What follows belongs to an exercise in optimizing a design on an open flow for small area and a short achievable clock period; a production flow would make more cautious choices.
Function was not checked in any run shown here: the RTL went through the layout flow alone.

[config.mk]
export PLATFORM = sky130hd
export DESIGN_NAME = fir_xifu_ex_simd
export DESIGN_NICKNAME = fir_xifu_ex_simd
export VERILOG_FILES = /design/flow/design.v
export SDC_FILE = /design/flow/constraint.sdc
export NUM_CORES = 4
export LEC_CHECK = 0
export CAP_MARGIN = 20
export CORE_MARGIN = 2
export CORE_UTILIZATION = 60
export SLEW_MARGIN = 20
[constraint.sdc]
create_clock -name core_clock -period 12.5 [get_ports {clk_i}]
set_input_delay 2.5000 -clock core_clock [delete_from_list [all_inputs] [get_ports {clk_i}]]
set_output_delay 2.5000 -clock core_clock [all_outputs]
set_load 0.01 [all_outputs]
[design.v]
package fir_xifu_pkg;
  typedef enum logic [1:0] {
    OpNop   = 2'd0,
    OpLoad  = 2'd1,
    OpStore = 2'd2,
    OpDotp  = 2'd3
  } fir_op_e;
  localparam logic Mode16 = 1'b0;
  localparam logic Mode8  = 1'b1;
endpackage
module fir_xifu_simd_dotp (
  input  logic [15:0] ml_i,
  input  logic [15:0] mh_i,
  input  logic [23:0] dig_i,
  input  logic [32:0] d_i,
  output logic [32:0] x_o
);
  wire [16:0] m0 = {mh_i[7], mh_i[7:0], ml_i[7:0]};
  wire [16:0] pp0_0;
  assign pp0_0[0] = ((dig_i[1] & m0[0]) | (dig_i[0] & 1'b0)) ^ dig_i[2];
  assign pp0_0[1] = ((dig_i[1] & m0[1]) | (dig_i[0] & m0[0])) ^ dig_i[2];
  assign pp0_0[2] = ((dig_i[1] & m0[2]) | (dig_i[0] & m0[1])) ^ dig_i[2];
  assign pp0_0[3] = ((dig_i[1] & m0[3]) | (dig_i[0] & m0[2])) ^ dig_i[2];
  assign pp0_0[4] = ((dig_i[1] & m0[4]) | (dig_i[0] & m0[3])) ^ dig_i[2];
  assign pp0_0[5] = ((dig_i[1] & m0[5]) | (dig_i[0] & m0[4])) ^ dig_i[2];
  assign pp0_0[6] = ((dig_i[1] & m0[6]) | (dig_i[0] & m0[5])) ^ dig_i[2];
  assign pp0_0[7] = ((dig_i[1] & m0[7]) | (dig_i[0] & m0[6])) ^ dig_i[2];
  assign pp0_0[8] = ((dig_i[1] & m0[8]) | (dig_i[0] & m0[7])) ^ dig_i[2];
  assign pp0_0[9] = ((dig_i[1] & m0[9]) | (dig_i[0] & m0[8])) ^ dig_i[2];
  assign pp0_0[10] = ((dig_i[1] & m0[10]) | (dig_i[0] & m0[9])) ^ dig_i[2];
  assign pp0_0[11] = ((dig_i[1] & m0[11]) | (dig_i[0] & m0[10])) ^ dig_i[2];
  assign pp0_0[12] = ((dig_i[1] & m0[12]) | (dig_i[0] & m0[11])) ^ dig_i[2];
  assign pp0_0[13] = ((dig_i[1] & m0[13]) | (dig_i[0] & m0[12])) ^ dig_i[2];
  assign pp0_0[14] = ((dig_i[1] & m0[14]) | (dig_i[0] & m0[13])) ^ dig_i[2];
  assign pp0_0[15] = ((dig_i[1] & m0[15]) | (dig_i[0] & m0[14])) ^ dig_i[2];
  assign pp0_0[16] = ((dig_i[1] & m0[16]) | (dig_i[0] & m0[15])) ^ dig_i[2];
  wire [16:0] pp0_1;
  assign pp0_1[0] = ((dig_i[4] & m0[0]) | (dig_i[3] & 1'b0)) ^ dig_i[5];
  assign pp0_1[1] = ((dig_i[4] & m0[1]) | (dig_i[3] & m0[0])) ^ dig_i[5];
  assign pp0_1[2] = ((dig_i[4] & m0[2]) | (dig_i[3] & m0[1])) ^ dig_i[5];
  assign pp0_1[3] = ((dig_i[4] & m0[3]) | (dig_i[3] & m0[2])) ^ dig_i[5];
  assign pp0_1[4] = ((dig_i[4] & m0[4]) | (dig_i[3] & m0[3])) ^ dig_i[5];
  assign pp0_1[5] = ((dig_i[4] & m0[5]) | (dig_i[3] & m0[4])) ^ dig_i[5];
  assign pp0_1[6] = ((dig_i[4] & m0[6]) | (dig_i[3] & m0[5])) ^ dig_i[5];
  assign pp0_1[7] = ((dig_i[4] & m0[7]) | (dig_i[3] & m0[6])) ^ dig_i[5];
  assign pp0_1[8] = ((dig_i[4] & m0[8]) | (dig_i[3] & m0[7])) ^ dig_i[5];
  assign pp0_1[9] = ((dig_i[4] & m0[9]) | (dig_i[3] & m0[8])) ^ dig_i[5];
  assign pp0_1[10] = ((dig_i[4] & m0[10]) | (dig_i[3] & m0[9])) ^ dig_i[5];
  assign pp0_1[11] = ((dig_i[4] & m0[11]) | (dig_i[3] & m0[10])) ^ dig_i[5];
  assign pp0_1[12] = ((dig_i[4] & m0[12]) | (dig_i[3] & m0[11])) ^ dig_i[5];
  assign pp0_1[13] = ((dig_i[4] & m0[13]) | (dig_i[3] & m0[12])) ^ dig_i[5];
  assign pp0_1[14] = ((dig_i[4] & m0[14]) | (dig_i[3] & m0[13])) ^ dig_i[5];
  assign pp0_1[15] = ((dig_i[4] & m0[15]) | (dig_i[3] & m0[14])) ^ dig_i[5];
  assign pp0_1[16] = ((dig_i[4] & m0[16]) | (dig_i[3] & m0[15])) ^ dig_i[5];
  wire [16:0] pp0_2;
  assign pp0_2[0] = ((dig_i[7] & m0[0]) | (dig_i[6] & 1'b0)) ^ dig_i[8];
  assign pp0_2[1] = ((dig_i[7] & m0[1]) | (dig_i[6] & m0[0])) ^ dig_i[8];
  assign pp0_2[2] = ((dig_i[7] & m0[2]) | (dig_i[6] & m0[1])) ^ dig_i[8];
  assign pp0_2[3] = ((dig_i[7] & m0[3]) | (dig_i[6] & m0[2])) ^ dig_i[8];
  assign pp0_2[4] = ((dig_i[7] & m0[4]) | (dig_i[6] & m0[3])) ^ dig_i[8];
  assign pp0_2[5] = ((dig_i[7] & m0[5]) | (dig_i[6] & m0[4])) ^ dig_i[8];
  assign pp0_2[6] = ((dig_i[7] & m0[6]) | (dig_i[6] & m0[5])) ^ dig_i[8];
  assign pp0_2[7] = ((dig_i[7] & m0[7]) | (dig_i[6] & m0[6])) ^ dig_i[8];
  assign pp0_2[8] = ((dig_i[7] & m0[8]) | (dig_i[6] & m0[7])) ^ dig_i[8];
  assign pp0_2[9] = ((dig_i[7] & m0[9]) | (dig_i[6] & m0[8])) ^ dig_i[8];
  assign pp0_2[10] = ((dig_i[7] & m0[10]) | (dig_i[6] & m0[9])) ^ dig_i[8];
  assign pp0_2[11] = ((dig_i[7] & m0[11]) | (dig_i[6] & m0[10])) ^ dig_i[8];
  assign pp0_2[12] = ((dig_i[7] & m0[12]) | (dig_i[6] & m0[11])) ^ dig_i[8];
  assign pp0_2[13] = ((dig_i[7] & m0[13]) | (dig_i[6] & m0[12])) ^ dig_i[8];
  assign pp0_2[14] = ((dig_i[7] & m0[14]) | (dig_i[6] & m0[13])) ^ dig_i[8];
  assign pp0_2[15] = ((dig_i[7] & m0[15]) | (dig_i[6] & m0[14])) ^ dig_i[8];
  assign pp0_2[16] = ((dig_i[7] & m0[16]) | (dig_i[6] & m0[15])) ^ dig_i[8];
  wire [16:0] pp0_3;
  assign pp0_3[0] = ((dig_i[10] & m0[0]) | (dig_i[9] & 1'b0)) ^ dig_i[11];
  assign pp0_3[1] = ((dig_i[10] & m0[1]) | (dig_i[9] & m0[0])) ^ dig_i[11];
  assign pp0_3[2] = ((dig_i[10] & m0[2]) | (dig_i[9] & m0[1])) ^ dig_i[11];
  assign pp0_3[3] = ((dig_i[10] & m0[3]) | (dig_i[9] & m0[2])) ^ dig_i[11];
  assign pp0_3[4] = ((dig_i[10] & m0[4]) | (dig_i[9] & m0[3])) ^ dig_i[11];
  assign pp0_3[5] = ((dig_i[10] & m0[5]) | (dig_i[9] & m0[4])) ^ dig_i[11];
  assign pp0_3[6] = ((dig_i[10] & m0[6]) | (dig_i[9] & m0[5])) ^ dig_i[11];
  assign pp0_3[7] = ((dig_i[10] & m0[7]) | (dig_i[9] & m0[6])) ^ dig_i[11];
  assign pp0_3[8] = ((dig_i[10] & m0[8]) | (dig_i[9] & m0[7])) ^ dig_i[11];
  assign pp0_3[9] = ((dig_i[10] & m0[9]) | (dig_i[9] & m0[8])) ^ dig_i[11];
  assign pp0_3[10] = ((dig_i[10] & m0[10]) | (dig_i[9] & m0[9])) ^ dig_i[11];
  assign pp0_3[11] = ((dig_i[10] & m0[11]) | (dig_i[9] & m0[10])) ^ dig_i[11];
  assign pp0_3[12] = ((dig_i[10] & m0[12]) | (dig_i[9] & m0[11])) ^ dig_i[11];
  assign pp0_3[13] = ((dig_i[10] & m0[13]) | (dig_i[9] & m0[12])) ^ dig_i[11];
  assign pp0_3[14] = ((dig_i[10] & m0[14]) | (dig_i[9] & m0[13])) ^ dig_i[11];
  assign pp0_3[15] = ((dig_i[10] & m0[15]) | (dig_i[9] & m0[14])) ^ dig_i[11];
  assign pp0_3[16] = ((dig_i[10] & m0[16]) | (dig_i[9] & m0[15])) ^ dig_i[11];
  wire [16:0] m1 = {mh_i[15], mh_i[15:8], ml_i[15:8]};
  wire [16:0] pp1_0;
  assign pp1_0[0] = ((dig_i[13] & m1[0]) | (dig_i[12] & 1'b0)) ^ dig_i[14];
  assign pp1_0[1] = ((dig_i[13] & m1[1]) | (dig_i[12] & m1[0])) ^ dig_i[14];
  assign pp1_0[2] = ((dig_i[13] & m1[2]) | (dig_i[12] & m1[1])) ^ dig_i[14];
  assign pp1_0[3] = ((dig_i[13] & m1[3]) | (dig_i[12] & m1[2])) ^ dig_i[14];
  assign pp1_0[4] = ((dig_i[13] & m1[4]) | (dig_i[12] & m1[3])) ^ dig_i[14];
  assign pp1_0[5] = ((dig_i[13] & m1[5]) | (dig_i[12] & m1[4])) ^ dig_i[14];
  assign pp1_0[6] = ((dig_i[13] & m1[6]) | (dig_i[12] & m1[5])) ^ dig_i[14];
  assign pp1_0[7] = ((dig_i[13] & m1[7]) | (dig_i[12] & m1[6])) ^ dig_i[14];
  assign pp1_0[8] = ((dig_i[13] & m1[8]) | (dig_i[12] & m1[7])) ^ dig_i[14];
  assign pp1_0[9] = ((dig_i[13] & m1[9]) | (dig_i[12] & m1[8])) ^ dig_i[14];
  assign pp1_0[10] = ((dig_i[13] & m1[10]) | (dig_i[12] & m1[9])) ^ dig_i[14];
  assign pp1_0[11] = ((dig_i[13] & m1[11]) | (dig_i[12] & m1[10])) ^ dig_i[14];
  assign pp1_0[12] = ((dig_i[13] & m1[12]) | (dig_i[12] & m1[11])) ^ dig_i[14];
  assign pp1_0[13] = ((dig_i[13] & m1[13]) | (dig_i[12] & m1[12])) ^ dig_i[14];
  assign pp1_0[14] = ((dig_i[13] & m1[14]) | (dig_i[12] & m1[13])) ^ dig_i[14];
  assign pp1_0[15] = ((dig_i[13] & m1[15]) | (dig_i[12] & m1[14])) ^ dig_i[14];
  assign pp1_0[16] = ((dig_i[13] & m1[16]) | (dig_i[12] & m1[15])) ^ dig_i[14];
  wire [16:0] pp1_1;
  assign pp1_1[0] = ((dig_i[16] & m1[0]) | (dig_i[15] & 1'b0)) ^ dig_i[17];
  assign pp1_1[1] = ((dig_i[16] & m1[1]) | (dig_i[15] & m1[0])) ^ dig_i[17];
  assign pp1_1[2] = ((dig_i[16] & m1[2]) | (dig_i[15] & m1[1])) ^ dig_i[17];
  assign pp1_1[3] = ((dig_i[16] & m1[3]) | (dig_i[15] & m1[2])) ^ dig_i[17];
  assign pp1_1[4] = ((dig_i[16] & m1[4]) | (dig_i[15] & m1[3])) ^ dig_i[17];
  assign pp1_1[5] = ((dig_i[16] & m1[5]) | (dig_i[15] & m1[4])) ^ dig_i[17];
  assign pp1_1[6] = ((dig_i[16] & m1[6]) | (dig_i[15] & m1[5])) ^ dig_i[17];
  assign pp1_1[7] = ((dig_i[16] & m1[7]) | (dig_i[15] & m1[6])) ^ dig_i[17];
  assign pp1_1[8] = ((dig_i[16] & m1[8]) | (dig_i[15] & m1[7])) ^ dig_i[17];
  assign pp1_1[9] = ((dig_i[16] & m1[9]) | (dig_i[15] & m1[8])) ^ dig_i[17];
  assign pp1_1[10] = ((dig_i[16] & m1[10]) | (dig_i[15] & m1[9])) ^ dig_i[17];
  assign pp1_1[11] = ((dig_i[16] & m1[11]) | (dig_i[15] & m1[10])) ^ dig_i[17];
  assign pp1_1[12] = ((dig_i[16] & m1[12]) | (dig_i[15] & m1[11])) ^ dig_i[17];
  assign pp1_1[13] = ((dig_i[16] & m1[13]) | (dig_i[15] & m1[12])) ^ dig_i[17];
  assign pp1_1[14] = ((dig_i[16] & m1[14]) | (dig_i[15] & m1[13])) ^ dig_i[17];
  assign pp1_1[15] = ((dig_i[16] & m1[15]) | (dig_i[15] & m1[14])) ^ dig_i[17];
  assign pp1_1[16] = ((dig_i[16] & m1[16]) | (dig_i[15] & m1[15])) ^ dig_i[17];
  wire [16:0] pp1_2;
  assign pp1_2[0] = ((dig_i[19] & m1[0]) | (dig_i[18] & 1'b0)) ^ dig_i[20];
  assign pp1_2[1] = ((dig_i[19] & m1[1]) | (dig_i[18] & m1[0])) ^ dig_i[20];
  assign pp1_2[2] = ((dig_i[19] & m1[2]) | (dig_i[18] & m1[1])) ^ dig_i[20];
  assign pp1_2[3] = ((dig_i[19] & m1[3]) | (dig_i[18] & m1[2])) ^ dig_i[20];
  assign pp1_2[4] = ((dig_i[19] & m1[4]) | (dig_i[18] & m1[3])) ^ dig_i[20];
  assign pp1_2[5] = ((dig_i[19] & m1[5]) | (dig_i[18] & m1[4])) ^ dig_i[20];
  assign pp1_2[6] = ((dig_i[19] & m1[6]) | (dig_i[18] & m1[5])) ^ dig_i[20];
  assign pp1_2[7] = ((dig_i[19] & m1[7]) | (dig_i[18] & m1[6])) ^ dig_i[20];
  assign pp1_2[8] = ((dig_i[19] & m1[8]) | (dig_i[18] & m1[7])) ^ dig_i[20];
  assign pp1_2[9] = ((dig_i[19] & m1[9]) | (dig_i[18] & m1[8])) ^ dig_i[20];
  assign pp1_2[10] = ((dig_i[19] & m1[10]) | (dig_i[18] & m1[9])) ^ dig_i[20];
  assign pp1_2[11] = ((dig_i[19] & m1[11]) | (dig_i[18] & m1[10])) ^ dig_i[20];
  assign pp1_2[12] = ((dig_i[19] & m1[12]) | (dig_i[18] & m1[11])) ^ dig_i[20];
  assign pp1_2[13] = ((dig_i[19] & m1[13]) | (dig_i[18] & m1[12])) ^ dig_i[20];
  assign pp1_2[14] = ((dig_i[19] & m1[14]) | (dig_i[18] & m1[13])) ^ dig_i[20];
  assign pp1_2[15] = ((dig_i[19] & m1[15]) | (dig_i[18] & m1[14])) ^ dig_i[20];
  assign pp1_2[16] = ((dig_i[19] & m1[16]) | (dig_i[18] & m1[15])) ^ dig_i[20];
  wire [16:0] pp1_3;
  assign pp1_3[0] = ((dig_i[22] & m1[0]) | (dig_i[21] & 1'b0)) ^ dig_i[23];
  assign pp1_3[1] = ((dig_i[22] & m1[1]) | (dig_i[21] & m1[0])) ^ dig_i[23];
  assign pp1_3[2] = ((dig_i[22] & m1[2]) | (dig_i[21] & m1[1])) ^ dig_i[23];
  assign pp1_3[3] = ((dig_i[22] & m1[3]) | (dig_i[21] & m1[2])) ^ dig_i[23];
  assign pp1_3[4] = ((dig_i[22] & m1[4]) | (dig_i[21] & m1[3])) ^ dig_i[23];
  assign pp1_3[5] = ((dig_i[22] & m1[5]) | (dig_i[21] & m1[4])) ^ dig_i[23];
  assign pp1_3[6] = ((dig_i[22] & m1[6]) | (dig_i[21] & m1[5])) ^ dig_i[23];
  assign pp1_3[7] = ((dig_i[22] & m1[7]) | (dig_i[21] & m1[6])) ^ dig_i[23];
  assign pp1_3[8] = ((dig_i[22] & m1[8]) | (dig_i[21] & m1[7])) ^ dig_i[23];
  assign pp1_3[9] = ((dig_i[22] & m1[9]) | (dig_i[21] & m1[8])) ^ dig_i[23];
  assign pp1_3[10] = ((dig_i[22] & m1[10]) | (dig_i[21] & m1[9])) ^ dig_i[23];
  assign pp1_3[11] = ((dig_i[22] & m1[11]) | (dig_i[21] & m1[10])) ^ dig_i[23];
  assign pp1_3[12] = ((dig_i[22] & m1[12]) | (dig_i[21] & m1[11])) ^ dig_i[23];
  assign pp1_3[13] = ((dig_i[22] & m1[13]) | (dig_i[21] & m1[12])) ^ dig_i[23];
  assign pp1_3[14] = ((dig_i[22] & m1[14]) | (dig_i[21] & m1[13])) ^ dig_i[23];
  assign pp1_3[15] = ((dig_i[22] & m1[15]) | (dig_i[21] & m1[14])) ^ dig_i[23];
  assign pp1_3[16] = ((dig_i[22] & m1[16]) | (dig_i[21] & m1[15])) ^ dig_i[23];
  wire s0, c0;
  assign {c0, s0} = {d_i[6]} + {dig_i[11]} + {dig_i[23]};
  wire s1 = d_i[7] ^ pp0_0[7];
  wire c1 = d_i[7] & pp0_0[7];
  wire s2 = d_i[8] ^ pp0_0[8];
  wire c2 = d_i[8] & pp0_0[8];
  wire s3 = d_i[9] ^ pp0_0[9];
  wire c3 = d_i[9] & pp0_0[9];
  wire s4 = d_i[10] ^ pp0_0[10];
  wire c4 = d_i[10] & pp0_0[10];
  wire s5 = d_i[11] ^ pp0_0[11];
  wire c5 = d_i[11] & pp0_0[11];
  wire s6 = d_i[12] ^ pp0_0[12];
  wire c6 = d_i[12] & pp0_0[12];
  wire s7 = d_i[13] ^ pp0_0[13];
  wire c7 = d_i[13] & pp0_0[13];
  wire s8 = d_i[14] ^ pp0_0[14];
  wire c8 = d_i[14] & pp0_0[14];
  wire s9 = d_i[15] ^ pp0_0[15];
  wire c9 = d_i[15] & pp0_0[15];
  wire s10 = d_i[16] ^ ~pp0_0[16];
  wire c10 = d_i[16] & ~pp0_0[16];
  wire s11 = d_i[2] ^ dig_i[5];
  wire c11 = d_i[2] & dig_i[5];
  wire s12, c12;
  assign {c12, s12} = {d_i[4]} + {dig_i[8]} + {dig_i[20]};
  wire s13 = pp0_0[4] ^ pp0_1[2];
  wire c13 = pp0_0[4] & pp0_1[2];
  wire s14, c14;
  assign {c14, s14} = {d_i[5]} + {pp0_0[5]} + {pp0_1[3]};
  wire s15 = pp0_2[1] ^ pp1_0[5];
  wire c15 = pp0_2[1] & pp1_0[5];
  wire s16, c16;
  assign {c16, s16} = {s0} + {pp0_0[6]} + {pp0_1[4]};
  wire s17, c17;
  assign {c17, s17} = {pp0_2[2]} + {pp0_3[0]} + {pp1_0[6]};
  wire s18 = pp1_1[4] ^ pp1_2[2];
  wire c18 = pp1_1[4] & pp1_2[2];
  wire s19, c19;
  assign {c19, s19} = {c0} + {pp0_1[5]} + {pp0_2[3]};
  wire s20, c20;
  assign {c20, s20} = {pp0_3[1]} + {pp1_0[7]} + {pp1_1[5]};
  wire s21, c21;
  assign {c21, s21} = {pp1_2[3]} + {pp1_3[1]} + {s1};
  wire s22, c22;
  assign {c22, s22} = {pp0_1[6]} + {pp0_2[4]} + {pp0_3[2]};
  wire s23, c23;
  assign {c23, s23} = {pp1_0[8]} + {pp1_1[6]} + {pp1_2[4]};
  wire s24, c24;
  assign {c24, s24} = {pp1_3[2]} + {c1} + {s2};
  wire s25, c25;
  assign {c25, s25} = {pp0_1[7]} + {pp0_2[5]} + {pp0_3[3]};
  wire s26, c26;
  assign {c26, s26} = {pp1_0[9]} + {pp1_1[7]} + {pp1_2[5]};
  wire s27, c27;
  assign {c27, s27} = {pp1_3[3]} + {c2} + {s3};
  wire s28, c28;
  assign {c28, s28} = {pp0_1[8]} + {pp0_2[6]} + {pp0_3[4]};
  wire s29, c29;
  assign {c29, s29} = {pp1_0[10]} + {pp1_1[8]} + {pp1_2[6]};
  wire s30, c30;
  assign {c30, s30} = {pp1_3[4]} + {c3} + {s4};
  wire s31, c31;
  assign {c31, s31} = {pp0_1[9]} + {pp0_2[7]} + {pp0_3[5]};
  wire s32, c32;
  assign {c32, s32} = {pp1_0[11]} + {pp1_1[9]} + {pp1_2[7]};
  wire s33, c33;
  assign {c33, s33} = {pp1_3[5]} + {c4} + {s5};
  wire s34, c34;
  assign {c34, s34} = {pp0_1[10]} + {pp0_2[8]} + {pp0_3[6]};
  wire s35, c35;
  assign {c35, s35} = {pp1_0[12]} + {pp1_1[10]} + {pp1_2[8]};
  wire s36, c36;
  assign {c36, s36} = {pp1_3[6]} + {c5} + {s6};
  wire s37, c37;
  assign {c37, s37} = {pp0_1[11]} + {pp0_2[9]} + {pp0_3[7]};
  wire s38, c38;
  assign {c38, s38} = {pp1_0[13]} + {pp1_1[11]} + {pp1_2[9]};
  wire s39, c39;
  assign {c39, s39} = {pp1_3[7]} + {c6} + {s7};
  wire s40, c40;
  assign {c40, s40} = {pp0_1[12]} + {pp0_2[10]} + {pp0_3[8]};
  wire s41, c41;
  assign {c41, s41} = {pp1_0[14]} + {pp1_1[12]} + {pp1_2[10]};
  wire s42, c42;
  assign {c42, s42} = {pp1_3[8]} + {c7} + {s8};
  wire s43, c43;
  assign {c43, s43} = {pp0_1[13]} + {pp0_2[11]} + {pp0_3[9]};
  wire s44, c44;
  assign {c44, s44} = {pp1_0[15]} + {pp1_1[13]} + {pp1_2[11]};
  wire s45, c45;
  assign {c45, s45} = {pp1_3[9]} + {c8} + {s9};
  wire s46, c46;
  assign {c46, s46} = {pp0_1[14]} + {pp0_2[12]} + {pp0_3[10]};
  wire s47, c47;
  assign {c47, s47} = {~pp1_0[16]} + {pp1_1[14]} + {pp1_2[12]};
  wire s48, c48;
  assign {c48, s48} = {pp1_3[10]} + {c9} + {s10};
  wire s49, c49;
  assign {c49, s49} = {1'b1} + {d_i[17]} + {pp0_1[15]};
  wire s50, c50;
  assign {c50, s50} = {pp0_2[13]} + {pp0_3[11]} + {pp1_1[15]};
  wire s51, c51;
  assign {c51, s51} = {pp1_2[13]} + {pp1_3[11]} + {c10};
  wire s52, c52;
  assign {c52, s52} = {1'b1} + {d_i[18]} + {~pp0_1[16]};
  wire s53, c53;
  assign {c53, s53} = {pp0_2[14]} + {pp0_3[12]} + {~pp1_1[16]};
  wire s54 = pp1_2[14] ^ pp1_3[12];
  wire c54 = pp1_2[14] & pp1_3[12];
  wire s55, c55;
  assign {c55, s55} = {d_i[19]} + {pp0_2[15]} + {pp0_3[13]};
  wire s56 = 1'b1 ^ d_i[20];
  wire c56 = 1'b1 & d_i[20];
  wire s57 = d_i[0] ^ dig_i[2];
  wire c57 = d_i[0] & dig_i[2];
  wire s58, c58;
  assign {c58, s58} = {dig_i[17]} + {s11} + {pp0_0[2]};
  wire s59, c59;
  assign {c59, s59} = {d_i[3]} + {c11} + {pp0_0[3]};
  wire s60 = pp0_1[1] ^ pp1_0[3];
  wire c60 = pp0_1[1] & pp1_0[3];
  wire s61, c61;
  assign {c61, s61} = {s12} + {pp0_2[0]} + {pp1_0[4]};
  wire s62, c62;
  assign {c62, s62} = {pp1_1[2]} + {pp1_2[0]} + {s13};
  wire s63, c63;
  assign {c63, s63} = {c12} + {pp1_1[3]} + {pp1_2[1]};
  wire s64, c64;
  assign {c64, s64} = {c13} + {s15} + {s14};
  wire s65, c65;
  assign {c65, s65} = {pp1_3[0]} + {c15} + {s18};
  wire s66, c66;
  assign {c66, s66} = {c14} + {s16} + {s17};
  wire s67, c67;
  assign {c67, s67} = {c18} + {c16} + {c17};
  wire s68, c68;
  assign {c68, s68} = {s19} + {s20} + {s21};
  wire s69, c69;
  assign {c69, s69} = {c19} + {c20} + {s22};
  wire s70, c70;
  assign {c70, s70} = {s23} + {c21} + {s24};
  wire s71, c71;
  assign {c71, s71} = {c22} + {c23} + {s25};
  wire s72, c72;
  assign {c72, s72} = {s26} + {c24} + {s27};
  wire s73, c73;
  assign {c73, s73} = {c25} + {c26} + {s28};
  wire s74, c74;
  assign {c74, s74} = {s29} + {c27} + {s30};
  wire s75, c75;
  assign {c75, s75} = {c28} + {c29} + {s31};
  wire s76, c76;
  assign {c76, s76} = {s32} + {c30} + {s33};
  wire s77, c77;
  assign {c77, s77} = {c31} + {c32} + {s34};
  wire s78, c78;
  assign {c78, s78} = {s35} + {c33} + {s36};
  wire s79, c79;
  assign {c79, s79} = {c34} + {c35} + {s37};
  wire s80, c80;
  assign {c80, s80} = {s38} + {c36} + {s39};
  wire s81, c81;
  assign {c81, s81} = {c37} + {c38} + {s40};
  wire s82, c82;
  assign {c82, s82} = {s41} + {c39} + {s42};
  wire s83, c83;
  assign {c83, s83} = {c40} + {c41} + {s43};
  wire s84, c84;
  assign {c84, s84} = {s44} + {c42} + {s45};
  wire s85, c85;
  assign {c85, s85} = {c43} + {c44} + {s46};
  wire s86, c86;
  assign {c86, s86} = {s47} + {c45} + {s48};
  wire s87, c87;
  assign {c87, s87} = {c46} + {c47} + {s49};
  wire s88, c88;
  assign {c88, s88} = {s50} + {c48} + {s51};
  wire s89, c89;
  assign {c89, s89} = {s54} + {c49} + {c50};
  wire s90, c90;
  assign {c90, s90} = {s52} + {s53} + {c51};
  wire s91, c91;
  assign {c91, s91} = {pp1_2[15]} + {pp1_3[13]} + {c54};
  wire s92, c92;
  assign {c92, s92} = {c52} + {c53} + {s55};
  wire s93, c93;
  assign {c93, s93} = {s56} + {~pp0_2[16]} + {pp0_3[14]};
  wire s94, c94;
  assign {c94, s94} = {~pp1_2[16]} + {pp1_3[14]} + {c55};
  wire s95, c95;
  assign {c95, s95} = {d_i[21]} + {c56} + {pp0_3[15]};
  wire s96 = 1'b1 ^ d_i[22];
  wire c96 = 1'b1 & d_i[22];
  wire s97 = dig_i[14] ^ s57;
  wire c97 = dig_i[14] & s57;
  wire s98, c98;
  assign {c98, s98} = {d_i[1]} + {c57} + {pp0_0[1]};
  wire s99, c99;
  assign {c99, s99} = {pp0_1[0]} + {pp1_0[2]} + {pp1_1[0]};
  wire s100, c100;
  assign {c100, s100} = {pp1_1[1]} + {s60} + {c58};
  wire s101, c101;
  assign {c101, s101} = {c60} + {c59} + {s61};
  wire s102, c102;
  assign {c102, s102} = {c61} + {s63} + {c62};
  wire s103, c103;
  assign {c103, s103} = {c63} + {s65} + {c64};
  wire s104, c104;
  assign {c104, s104} = {c65} + {c66} + {s67};
  wire s105, c105;
  assign {c105, s105} = {c67} + {s69} + {c68};
  wire s106, c106;
  assign {c106, s106} = {c69} + {s71} + {c70};
  wire s107, c107;
  assign {c107, s107} = {c71} + {s73} + {c72};
  wire s108, c108;
  assign {c108, s108} = {c73} + {s75} + {c74};
  wire s109, c109;
  assign {c109, s109} = {c75} + {s77} + {c76};
  wire s110, c110;
  assign {c110, s110} = {c77} + {s79} + {c78};
  wire s111, c111;
  assign {c111, s111} = {c79} + {s81} + {c80};
  wire s112, c112;
  assign {c112, s112} = {c81} + {s83} + {c82};
  wire s113, c113;
  assign {c113, s113} = {c83} + {s85} + {c84};
  wire s114, c114;
  assign {c114, s114} = {c85} + {s87} + {c86};
  wire s115, c115;
  assign {c115, s115} = {c87} + {s89} + {c88};
  wire s116, c116;
  assign {c116, s116} = {s91} + {c89} + {s92};
  wire s117, c117;
  assign {c117, s117} = {s93} + {c91} + {c92};
  wire s118, c118;
  assign {c118, s118} = {pp1_3[15]} + {c93} + {s95};
  wire s119, c119;
  assign {c119, s119} = {s96} + {~pp0_3[16]} + {~pp1_3[16]};
  wire s120 = pp0_0[0] ^ pp1_0[0];
  wire c120 = pp0_0[0] & pp1_0[0];
  wire s121, c121;
  assign {c121, s121} = {pp1_0[1]} + {c97} + {s98};
  wire s122, c122;
  assign {c122, s122} = {c98} + {s99} + {s58};
  wire s123, c123;
  assign {c123, s123} = {c99} + {s59} + {s100};
  wire s124, c124;
  assign {c124, s124} = {s62} + {c100} + {s101};
  wire s125, c125;
  assign {c125, s125} = {c101} + {s64} + {s102};
  wire s126, c126;
  assign {c126, s126} = {s66} + {c102} + {s103};
  wire s127, c127;
  assign {c127, s127} = {s68} + {c103} + {s104};
  wire s128, c128;
  assign {c128, s128} = {s70} + {c104} + {s105};
  wire s129, c129;
  assign {c129, s129} = {s72} + {c105} + {s106};
  wire s130, c130;
  assign {c130, s130} = {s74} + {c106} + {s107};
  wire s131, c131;
  assign {c131, s131} = {s76} + {c107} + {s108};
  wire s132, c132;
  assign {c132, s132} = {s78} + {c108} + {s109};
  wire s133, c133;
  assign {c133, s133} = {s80} + {c109} + {s110};
  wire s134, c134;
  assign {c134, s134} = {s82} + {c110} + {s111};
  wire s135, c135;
  assign {c135, s135} = {s84} + {c111} + {s112};
  wire s136, c136;
  assign {c136, s136} = {s86} + {c112} + {s113};
  wire s137, c137;
  assign {c137, s137} = {s88} + {c113} + {s114};
  wire s138, c138;
  assign {c138, s138} = {s90} + {c114} + {s115};
  wire s139, c139;
  assign {c139, s139} = {c90} + {s116} + {c115};
  wire s140, c140;
  assign {c140, s140} = {s94} + {c116} + {s117};
  wire s141, c141;
  assign {c141, s141} = {c94} + {s118} + {c117};
  wire s142, c142;
  assign {c142, s142} = {c95} + {s119} + {c118};
  wire s143, c143;
  assign {c143, s143} = {d_i[23]} + {c96} + {c119};
  wire [32:0] row0 = {d_i[32], d_i[31], d_i[30], d_i[29], d_i[28], d_i[27], d_i[26], d_i[25], c143, c142, c141, c140, c139, c138, c137, c136, c135, c134, c133, c132, c131, c130, c129, c128, c127, c126, c125, c124, c123, c122, c121, c120, s120};
  wire [32:0] row1 = {1'b0, 1'b0, 1'b0, 1'b0, 1'b0, 1'b0, 1'b0, 1'b0, d_i[24], s143, s142, s141, s140, s139, s138, s137, s136, s135, s134, s133, s132, s131, s130, s129, s128, s127, s126, s125, s124, s123, s122, s121, s97};
  assign x_o = row0 + row1;
endmodule
module fir_xifu_ex_simd #(
  parameter int unsigned XLEN    = 32,
  parameter int unsigned MAC_LAT = 3,
  parameter int unsigned ID_W    = 4
) (
  input  logic            clk_i,
  input  logic            rst_i,
  input  logic            clear_i,
  input  logic            in_valid_i,
  output logic            in_ready_o,
  input  logic [1:0]      in_op_i,
  input  logic            in_mode_i,
  input  logic            in_sat_i,
  input  logic [ID_W-1:0] in_id_i,
  input  logic [4:0]      in_rd_i,
  input  logic [4:0]      in_rs1_i,
  input  logic [XLEN-1:0] in_base_i,
  input  logic [11:0]     in_imm_i,
  input  logic [4:0]      in_shamt_i,
  input  logic [XLEN-1:0] op_a_i,
  input  logic [XLEN-1:0] op_b_i,
  input  logic [XLEN-1:0] op_c_i,
  input  logic            commit_valid_i,
  input  logic [ID_W-1:0] commit_id_i,
  input  logic            commit_kill_i,
  input  logic            fwd_we_i,
  input  logic [4:0]      fwd_rd_i,
  input  logic [XLEN-1:0] fwd_result_i,
  output logic            mem_valid_o,
  input  logic            mem_ready_i,
  output logic [31:0]     mem_addr_o,
  output logic            mem_we_o,
  output logic [XLEN-1:0] mem_wdata_o,
  output logic [ID_W-1:0] mem_id_o,
  output logic            out_valid_o,
  input  logic            out_ready_i,
  output logic [1:0]      out_op_o,
  output logic [4:0]      out_rd_o,
  output logic [ID_W-1:0] out_id_o,
  output logic [XLEN-1:0] out_result_o,
  output logic [31:0]     out_next_addr_o
);
  logic st_idle_q, st_mac0_q, st_mac1_q, st_wait_q, st_mem_q, st_done_q;
  logic [1:0]      op_q;
  logic [4:0]      rd_q;
  logic [ID_W-1:0] id_q;
  logic            mode8_q, sat_q;
  logic [31:0]     a_q;
  logic [15:0]     mh_q;
  logic [23:0]     dig_q;
  logic [17:0]     r_q;
  logic [32:0]     d_q;
  logic            accept, is_dotp, is_mem, is_store;
  logic [31:0]     base, store_data;
  logic            accept_commit, wait_hit;
  logic [32:0]     x, c_biased;
  logic [23:0]     dig_acc, dig_mac0;
  logic            ovf;
  assign accept        = st_idle_q & in_valid_i;
  assign is_dotp       = (in_op_i == fir_xifu_pkg::OpDotp);
  assign is_store      = (in_op_i == fir_xifu_pkg::OpStore);
  assign is_mem        = (in_op_i == fir_xifu_pkg::OpLoad) | is_store;
  assign base          = (fwd_we_i && (fwd_rd_i == in_rs1_i)) ? fwd_result_i : in_base_i;
  assign store_data    = $signed(op_c_i) >>> in_shamt_i;
  assign accept_commit = commit_valid_i && (commit_id_i == in_id_i) && !commit_kill_i;
  assign wait_hit      = commit_valid_i && (commit_id_i == id_q);
  assign c_biased = {op_c_i[31], op_c_i} - (in_mode_i ? 33'h2000000 : 33'h1000000);
  function automatic logic [11:0] booth4(input logic [7:0] q, input logic qm1);
    logic [8:0] e;
    e = {q, qm1};
    for (int k = 0; k < 4; k++) begin
      booth4[3*k+2] = e[2*k+2];
      booth4[3*k+1] = e[2*k+1] ^ e[2*k];
      booth4[3*k]   = (e[2*k+2] & ~e[2*k+1] & ~e[2*k]) | (~e[2*k+2] & e[2*k+1] & e[2*k]);
    end
  endfunction
  assign dig_acc  = {booth4(op_b_i[23:16], 1'b0), booth4(op_b_i[7:0], 1'b0)};
  assign dig_mac0 = {booth4(r_q[15:8], r_q[17]), booth4(r_q[7:0], r_q[16])};
  fir_xifu_simd_dotp u_dotp (
    .ml_i ({a_q[23:16], a_q[7:0]}),
    .mh_i (mh_q),
    .dig_i(dig_q),
    .d_i  (d_q),
    .x_o  (x)
  );
  always_ff @(posedge clk_i) begin
    if (rst_i || clear_i) begin
      st_idle_q <= 1'b1;
      st_mac0_q <= 1'b0;
      st_mac1_q <= 1'b0;
      st_wait_q <= 1'b0;
      st_mem_q  <= 1'b0;
      st_done_q <= 1'b0;
    end else begin
      st_idle_q <= (st_idle_q & ~in_valid_i) | (st_done_q & out_ready_i) |
                   (st_wait_q & wait_hit & commit_kill_i);
      st_mac0_q <= accept & is_dotp;
      st_mac1_q <= st_mac0_q;
      st_wait_q <= (accept & is_store & ~accept_commit) | (st_wait_q & ~wait_hit);
      st_mem_q  <= (accept & (in_op_i == fir_xifu_pkg::OpLoad)) |
                   (accept & is_store & accept_commit) |
                   (st_wait_q & wait_hit & ~commit_kill_i) | (st_mem_q & ~mem_ready_i);
      st_done_q <= (accept & (in_op_i == fir_xifu_pkg::OpNop)) | st_mac1_q |
                   (st_mem_q & mem_ready_i) | (st_done_q & ~out_ready_i);
    end
  end
  always_ff @(posedge clk_i) begin
    if (accept) begin
      op_q    <= in_op_i;
      rd_q    <= in_rd_i;
      id_q    <= in_id_i;
      mode8_q <= in_mode_i;
      sat_q   <= in_sat_i;
      a_q     <= is_dotp ? op_a_i : (is_mem ? base : 32'd0);
      mh_q    <= in_mode_i ? {{8{op_a_i[23]}}, {8{op_a_i[7]}}} : {op_a_i[31:24], op_a_i[15:8]};
      dig_q   <= dig_acc;
      r_q     <= {op_b_i[23] & ~in_mode_i, op_b_i[7] & ~in_mode_i, op_b_i[31:24],
                  is_dotp ? op_b_i[15:8] : in_imm_i[7:0]};
      if (!is_dotp) r_q[11:8] <= in_imm_i[11:8];
      d_q     <= is_dotp ? c_biased : (is_mem ? {1'b0, store_data} : 33'd0);
    end else if (st_mac0_q) begin
      d_q        <= mode8_q ? x : {{8{x[32]}}, x[32:8]};
      dig_q      <= dig_mac0;
      r_q[7:0]   <= x[7:0];
      if (mode8_q) begin
        a_q[7:0]   <= a_q[15:8];
        a_q[23:16] <= a_q[31:24];
        mh_q       <= {{8{a_q[31]}}, {8{a_q[15]}}};
      end
    end else if (st_mac1_q) begin
      d_q <= mode8_q ? x : {~x[24], x[23:0], r_q[7:0]};
      a_q <= 32'd0;
    end else if (st_mem_q && mem_ready_i) begin
      d_q <= 33'd0;
      a_q <= a_q + {{20{r_q[11]}}, r_q[11:0]};
    end
  end
  assign in_ready_o      = st_idle_q;
  assign mem_valid_o     = st_mem_q;
  assign out_valid_o     = st_done_q;
  assign mem_addr_o      = a_q;
  assign mem_we_o        = (op_q == fir_xifu_pkg::OpStore);
  assign mem_wdata_o     = d_q[31:0];
  assign mem_id_o        = id_q;
  assign out_op_o        = op_q;
  assign out_rd_o        = rd_q;
  assign out_id_o        = id_q;
  assign ovf             = d_q[32] ^ d_q[31];
  assign out_result_o    = (sat_q && ovf) ? {d_q[32], {31{~d_q[32]}}} : d_q[31:0];
  assign out_next_addr_o = a_q;
endmodule
[flow/run.sh]
#!/bin/bash
set -euo pipefail
bash standard.sh SETUP_SLACK_MARGIN=7.5 "BUFFER_PORTS_ARGS=-buffer_cell sky130_fd_sc_hd__buf_1" finish > standard_flow.log 2>&1
[standard.sh]
#!/bin/bash
# synth_recipe.tcl (not shown) runs the flow's synth.tcl, then flattens the netlist and writes it again
# the make line also repeats each setting of config.mk as NAME=value (left out here)
make -C /OpenROAD-flow-scripts/flow DESIGN_CONFIG=/design/flow/config.mk WORK_HOME=/design/flow/orfs CLKGATE_MAP_FILE= SYNTH_SCRIPT=/design/flow/synth_recipe.tcl "${@:-finish}"
==> impl_metrics.csv, run 1 <==
group,metric,value,unit
clock_tree,clkTransAtPathRegs,60,ps
critical_path,critPathSlowestCell,"fa_1",
synthesis,synth_top_flop_cell,"edfxtp_1",
floorplanning,die_w,180,um
final_layout,finalNonFillerCells,2774,
clock_tree,clock_sinks,142,
clock_tree,numCtsBuffers,17,
clock_tree,clockBufferDepth,2,
synthesis,synthArstFlopShare,0,%
floorplanning,die_h,180,um
critical_path,path_cells,"buf_6, buf_4, a22oi_1, xor2_1, fa_1, fa_1, fa_1, fa_1, inv_1, ha_4, nand2_1, o21ai_1, a221oi_2, o21ai_2, a311oi_4, buf_6, o21ai_4, xnor2_2, o221ai_1",
timing,period_minus_slack,5700,ps
synthesis,mappedNetlistArea,18700,um^2
clock_tree,cts_tree,"done",
hold_path,min_from,"st_wait_q",
critical_path,r2r_slack,6800,ps
run_status,status,"complete, no violations",
synthesis,synth-edff-count,136,
global_route,grtUsageTotal,41.9,%
timing,worst_slew_pin_slew,1170,ps
critical_path,start_kind,"register",
placement,hpwl,52.2,mm
synthesis,syn-mean-instance-area,9.25,um^2
floorplanning,design.die.area,32600,um^2
drt,drt-total-wl,71.5,mm
critical_path,endpoint_kind,"register",
critical_path,crit_required,12660,ps
clock_tree,h-tree-depth,4,
critical_path,cp_max_fo,7,
hold_path,hold_path.class,"register to register",
synthesis,synth_nets,2439,
timing,skew,11.5,ps
synthesis,synth_seq_cells,142,
floorplanning,rows,64,
hold_path,min_delay_worst_endpoint,"st_idle_q",
timing,hold_viol_final,0,
synthesis,ys_warn_count,1,
floorplanning,core,30600,um^2
synthesis,syn_inst,2019,
final_layout,n_fill_cell,2184,
timing,rsz0062_at_grt,"yes",
placement,placed_cells,2565,
global_route,gr-total-overflow,0,
floorplanning,start_util,61.1,%
floorplanning,io_pins,360,
flow_run,max-cap-violations,0,
timing,slew_headroom,21.9,%
critical_path,cp_num_cells,19,
drt,ant_nets,0,
global_route,antenna_found_initial,3,
drt,wl_per_cell,25.8,um
clock_tree,root_buffer,"clkbuf_16",
global_route,grt_pass1_vias,17560,
timing,clock.fmax,176,MHz
drt,viasPerCell,6.64,
drt,drt_iter0_markers,2661,
critical_path,cp_common_cell,"fa_1",
timing,finalSetupViolCount,0,
critical_path,crit_buf_inv,4,
timing,report.final.slew_viol_count,0,
placement,gp_congestion,1.07,
synthesis,ys_seq_area_share,22.5,%
hold_path,hold_depth,2,
critical_path,r2r-end,"d_q[21]",
placement,port_buffers,359,
timing,fin_setup_tns,0,ps
drt,vias,18433,
timing,min_period_over_period,45.6,%
drt,dr.pass1.iters,9,
clock_tree,clk_latency,440,ps
global_route,grt_max_degree,65,
drt,drc,0,
critical_path,r2r.worst_path.cells,19,
final_layout,layout-drive-gt1-share,18.2,%
critical_path,slowest_delay,570,ps
final_layout,layout.nets,2783,
global_route,grt_pass1_wl,105,mm
critical_path,critical_path.top_delay_family,"adder cells",
final_layout,syn_to_final_growth,20.3,%
critical_path,cp.arrival,5860,ps
critical_path,critical_path_class,"register to register",
synthesis,ys_types,81,
critical_path,r2r_start,"a_q[7]",
## layer usage
layer | part of all wire [%] | up-vias | wire, um | GRT usage [%]
met5 | 0 | - | 0 | 0
li1 | - | 7934 | - | -
met1 | 36 | 8862 | 25900 | 55.3
met4 | 6.0 | 0 | 4290 | 19.8
met3 | 12 | 265 | 8370 | 8.21
met2 | 46 | 1372 | 32900 | 66.8
## cell type report
cell class / count / area [um^2] / share of cell area (%)
multi-input cells: 1519 / 13700 / 61.0
well taps: 396 / 495 / 2.21
inverters: 135 / 507 / 2.26
flip-flops and latches: 142 / 4200 / 18.7
repair buffers: 548 / 2950 / 13.1
diodes: 3 / 7.51 / 0.0334
clock buffers: 17 / 425 / 1.89
clock inverters: 14 / 175 / 0.780
## registers in the layout, indices dropped and copies added (netlist names)
name / flops
a_q: 32
d_q: 33
dig_q: 24
id_q: 4
mh_q: 16
mode8_q: 1
op_q: 2
r_q: 18
rd_q: 5
sat_q: 1
st_done_q: 1
st_idle_q: 1
st_mac0_q: 1
st_mac1_q: 1
st_mem_q: 1
st_wait_q: 1
## worst max path at each step
stage              from  endpoint
6_report         a_q[7]   d_q[21]
5_1_grt          a_q[2]   d_q[21]
4_1_cts        dig_q[1]   d_q[21]
3_5_place_dp   dig_q[2]   d_q[25]
3_3_place_gp   dig_q[2]   d_q[29]
2_1_floorplan  dig_q[1]   d_q[32]
## cells by family (layout without fill, tap and decap cells)
| family | after synthesis | count (layout) | synth area share [%] |
|---|---|---|---|
| AO/OA/AOI/OAI | 598 | 598 | 21.9 |
| AND/OR/NAND/NOR | 379 | 379 | 9.63 |
| buffers and inverters | 358 | 714 | 8.78 |
| XOR/XNOR | 217 | 217 | 10.2 |
| adder cells (fa/ha/maj) | 207 | 207 | 18.9 |
| flip-flops | 142 | 142 | 22.5 |
| multiplexers | 118 | 118 | 8.16 |
| other | 0 | 3 | 0 |
## metrics by stage
stage / setup WS [ps] / hold slack (ps) / area [um^2] / utilization, %
2_1_floorplan: 7170 / 447 / 19000 / -
3_3_place_gp: 6570 / 468 / 19700 / 64.4
3_5_place_dp: 6400 / 466 / 19700 / 64.4
4_1_cts: 6960 / 478 / 21800 / 71.4
5_1_grt: 6630 / 518 / 22500 / 73.4
6_report: 6800 / 487 / 22500 / 73.4
## synthesized netlist by cell type (all sizes together), types with 6 or more instances
| cell | number | share of area [%] |
|---|---|---|
| xor2 | 129 | 6.0 |
| nor2 | 81 | 1.6 |
| a221oi | 7 | 0.33 |
| o21ai | 123 | 3.4 |
| and3 | 12 | 0.40 |
| nand2 | 158 | 3.2 |
| mux4 | 24 | 2.9 |
| a222oi | 23 | 1.2 |
| a21o | 54 | 2.2 |
| nor4 | 6 | 0.23 |
| a211oi | 21 | 0.84 |
| o21a | 12 | 0.48 |
| dfxtp | 6 | 0.64 |
| and2 | 8 | 0.27 |
| a22oi | 127 | 5.1 |
| edfxtp | 136 | 22 |
| nand4 | 7 | 0.23 |
| o21bai | 10 | 0.40 |
| buf | 91 | 3.3 |
| nand2b | 10 | 0.33 |
| or3b | 7 | 0.33 |
| nor2b | 15 | 0.50 |
| nor3b | 9 | 0.36 |
| ha | 83 | 5.6 |
| nor3 | 18 | 0.48 |
| clkbuf | 131 | 2.7 |
| nand3b | 9 | 0.36 |
| a21oi | 115 | 3.1 |
| xnor2 | 88 | 4.1 |
| fa | 124 | 13 |
| inv | 133 | 2.7 |
| nand3 | 21 | 0.56 |
| a221o | 6 | 0.32 |
| mux2i | 60 | 3.2 |
| o22ai | 7 | 0.23 |
| mux2 | 34 | 2.0 |
| o211ai | 15 | 0.60 |
| o221ai | 25 | 1.2 |
| a31oi | 16 | 0.57 |
## worst min-delay path: cells and delay by family, from the launching register on
kind,cells,cell delay [ps]
flops,1,320
simple gates,2,120
## what timing repair did
item	in CTS	in global routing
pin swaps	86	62
resized for setup	74	62
hold buffers	0	0
setup endpoints to repair	35	34
cloned	1	0
endpoints found under the hold margin	0	0
setup buffers	138	36
## placed cells by master, fill, tap and decap left out, types with 21 or more instances in the layout
cell and count:
buf_4 170, mux4_2 24, a21oi_1 102, mux2_2 33, o221ai_1 22, mux2i_1 59
a21o_1 54, edfxtp_1 136, xnor2_1 72, ha_1 68, a22oi_2 21, a211oi_1 21
xor2_1 118, o21ai_0 94, fa_1 107, nand2_1 157, a222oi_1 23, a22oi_1 106
nor2_1 80, inv_1 121, buf_1 355
==> inputs of run 2 (changes only) <==
--- a/config.mk
+++ b/config.mk
@@ -8,4 +8,4 @@
 export CAP_MARGIN = 20
 export CORE_MARGIN = 2
-export CORE_UTILIZATION = 60
+export CORE_UTILIZATION = 40
 export SLEW_MARGIN = 20
==> run 2 against run 1 <==
Against the previous run:
- synthesized area did not move
- register-to-register slack improved by 20 ps
- synthesized cell count unchanged
- final cell count up 6.2%
- clock skew decreased by 0.74 ps
- via count shrank 4.1%
- cell area is essentially flat
- core utilization fell by 25 points
- critical path depth is 2 higher
- wire length increased by 2.5%
- critical path type unchanged
- highest routed layer unchanged
==> impl_metrics.csv, run 2 <==
group,metric,value,unit
run_status,status,"complete, no violations",
synthesis,synthDominantCellAreaShare,21.9,%
synthesis,synth.most_common_cell,"nand2_1",
critical_path,critical_path_class,"register to register",
clock_tree,cts_hold_buf,0,
timing,period_minus_slack,5670,ps
critical_path,slowest_delay,580,ps
drt,wl_met3,7.13,mm
synthesis,synth-edff-count,136,
final_layout,regMostFlops,"d_q",
synthesis,syn-mean-instance-area,9.25,um^2
synthesis,mappedNetlistArea,18700,um^2
drt,vias,17672,
drt,drt-total-wl,73.3,mm
final_layout,final_cell_mix,"buf_1 (357), nand2_1 (158), edfxtp_1 (136)",
synthesis,synth_seq_cells,142,
synthesis,ys_top_cells_by_count,"nand2_1 (158), edfxtp_1 (136), inv_1 (131)",
critical_path,critical_path.top_delay_family,"adder cells",
floorplanning,die_h,220,um
floorplanning,io_pins,360,
drt,drt_iter0_markers,2164,
placement,place_area,20000,um^2
synthesis,synth_top_family_by_area,"compound AO/OA/AOI/OAI gates",
timing,min_period_over_period,45.4,%
clock_tree,clockBufferDepth,2,
timing,clock.fmax,176,MHz
floorplanning,core,46400,um^2
timing,hold_viol_final,0,
global_route,antenna_found_initial,0,
drt,routed.top_layer,"met4",
critical_path,cp_max_fo,7,
hold_path,hold_path.class,"register to register",
synthesis,ys_warn_count,1,
timing,rsz0062_at_grt,"yes",
final_layout,layout-drive-gt1-share,16.4,%
flow_run,max-cap-violations,0,
floorplanning,design.die.area,48400,um^2
final_layout,fin_util,48.4,%
final_layout,n_fill_cell,4288,
critical_path,start_kind,"register",
critical_path,critPathSlowestCell,"fa_2",
drt,ant_nets,0,
synthesis,synthArstFlopShare,0,%
final_layout,syn_to_final_growth,20.3,%
drt,wirelength_met1,30.4,mm
placement,port_buffers,359,
drt,drc,0,
clock_tree,root_buffer,"clkbuf_16",
synthesis,yosys.area_share.simple,9.63,%
critical_path,crit_required,12660,ps
synthesis,synth_fa_ha_area_share,18.9,%
placement,hpwl,56.3,mm
clock_tree,clkTransAtPathRegs,70,ps
critical_path,path_cells,"buf_6, buf_16, a22oi_2, xnor2_1, ha_1, fa_1, inv_1, fa_2, fa_2, fa_1, inv_2, ha_4, a21o_1, a31o_1, a2111oi_4, o21bai_4, o21ai_4, a21oi_4, xnor2_2, nand2b_4, o2111ai_1",
timing,skew,10.8,ps
timing,hold_slack,497,ps
timing,finalSetupViolCount,0,
synthesis,synth_mux_area_share,8.16,%
floorplanning,rows,79,
critical_path,r2r_slack,6830,ps
clock_tree,h-tree-depth,4,
timing,worst_slew_pin_slew,1160,ps
critical_path,crit_buf_inv,4,
clock_tree,cts_tree,"done",
clock_tree,clk_latency,460,ps
global_route,grtUsageTotal,30.1,%
synthesis,syn_inst,2019,
drt,wl_per_cell,24.9,um
placement,gp_congestion,0.984,
synthesis,synth.area.top_cells,"edfxtp_1 (22%), fa_1 (13%), xor2_1 (6.0%)",
global_route,grt_max_degree,65,
placement,post-place-ws,6340,ps
floorplanning,start_util,40.3,%
final_layout,final_area,22500,um^2
drt,viasPerCell,6.00,
final_layout,reg_top3,"d_q (33), a_q (32), dig_q (24)",
timing,report.final.slew_viol_count,0,
synthesis,synth_xor_area_share,10.2,%
global_route,grt_pass1_vias,17202,
synthesis,ys_seq_area_share,22.5,%
critical_path,cp.arrival,5840,ps
global_route,gr-total-overflow,0,
clock_tree,numCtsBuffers,17,
timing,finalWorstSetupSlack,6830,ps
synthesis,synth_top_flop_cell,"edfxtp_1",
clock_tree,clock_sinks,142,
drt,routed-wl-met2,32.5,mm
final_layout,layout.nets,2745,
final_layout,largest_register_ffs,33,
timing,fin_setup_tns,0,ps
final_layout,final_common_cell,"buf_1",
timing,slew_headroom,22.1,%
synthesis,ys_types,81,
final_layout,diodes,0,
synthesis,yosys.area.top_type,"edfxtp_1",
synthesis,synth_nets,2439,
synthesis,synth_compound_area_share,21.9,%
global_route,grt_pass1_wl,108,mm
drt,dr.pass1.iters,6,
critical_path,endpoint_kind,"register",
floorplanning,die_w,220,um
run 2: worst reg2reg max path, cell delays in order, from the launching register on:
cell	delay, ps
edfxtp_1	440
buf_6	170
buf_16	130
a22oi_2	160
xnor2_1	140
ha_1	260
fa_1	480
inv_1	50
fa_2	340
fa_2	580
fa_1	430
inv_2	80
ha_4	210
a21o_1	210
a31o_1	240
a2111oi_4	370
o21bai_4	100
o21ai_4	290
a21oi_4	120
xnor2_2	240
nand2b_4	210
o2111ai_1	120
run 2: logic make-up after synthesis:
group	count (synthesis)
AOI/OAI and AO/OA	598
and+or+nand+nor	379
buffers and inverters	358
xor gates and xnor gates	217
adders and majority gates	207
DFF	142
muxes	118
run 2: layout make-up:
| class | instances | area (um^2) | share of cell area [%] |
|---|---|---|---|
| Clock buffer | 19 | 433 | 1.93 |
| Clock inverter | 13 | 140 | 0.624 |
| Inverter | 135 | 507 | 2.26 |
| Multi-Input combinational cell | 1519 | 13600 | 60.6 |
| Sequential cell | 142 | 4200 | 18.7 |
| Tap cell | 607 | 759 | 3.38 |
| Timing Repair Buffer | 510 | 2800 | 12.4 |
run 2: through the flow:
stage | cells
detailed placement | 2779
global route | 2945
global placement | 2779
CTS | 2933
finish | 2945
floorplan | 2019
run 2: worst paths after layout:
path,startpoint,to,cells past startpoint
max,dig_q[1],d_q[25],21
min,st_wait_q,st_idle_q,2
max reg2reg,dig_q[1],d_q[25],21
min reg2reg,st_wait_q,st_idle_q,2
run 2: per-layer routing:
metal,vias up,track usage [%]
met1,8683,41.0
li1,7869,-
met3,150,7.83
met2,970,45.0
met4,0,13.0
met5,-,0
run 2: repair_timing:
| item | in CTS | in global routing |
|---|---|---|
| gates cloned | 1 | 0 |
| resized for setup | 96 | 24 |
| setup endpoints to repair | 38 | 33 |
| pin swaps | 106 | 27 |
| setup buffers | 121 | 12 |

re-timing with driven ports:
How much do the figures lean on ideal ports? The routed layouts below were timed once more, with nothing changed but the port constraints. Step 1 sets driving cells, clkbuf_16 on the clock port and buf_2 on the other inputs (assumed; they add their load-dependent delay and slew). Step 2 also shifts input and output timing later by t, the mid clock arrival at the registers, as if the neighbouring blocks saw the same clock. a / b / c = ideal / step 1 / step 2; a / b = the first two.
run | shift t [ns] | setup WS [ns] | worst hold slack (ns) | clock arrival spread, ns | worst slew at a driven data input, ns
run 1 | 0.489 | 6.802 / 6.802 / 6.782 | 0.487 / 0.487 / 0.487 | 0.012 / 0.011 | 0.10
run 2 | 0.516 | 6.827 / 6.827 / 6.827 | 0.497 / 0.497 / 0.497 | 0.010 / 0.011 | 0.08
After both steps every run listed still meets setup and hold. For run 1, which loses most, drivers alone change the setup slack by 0.000 ns; drivers and shift together by -0.020 ns.
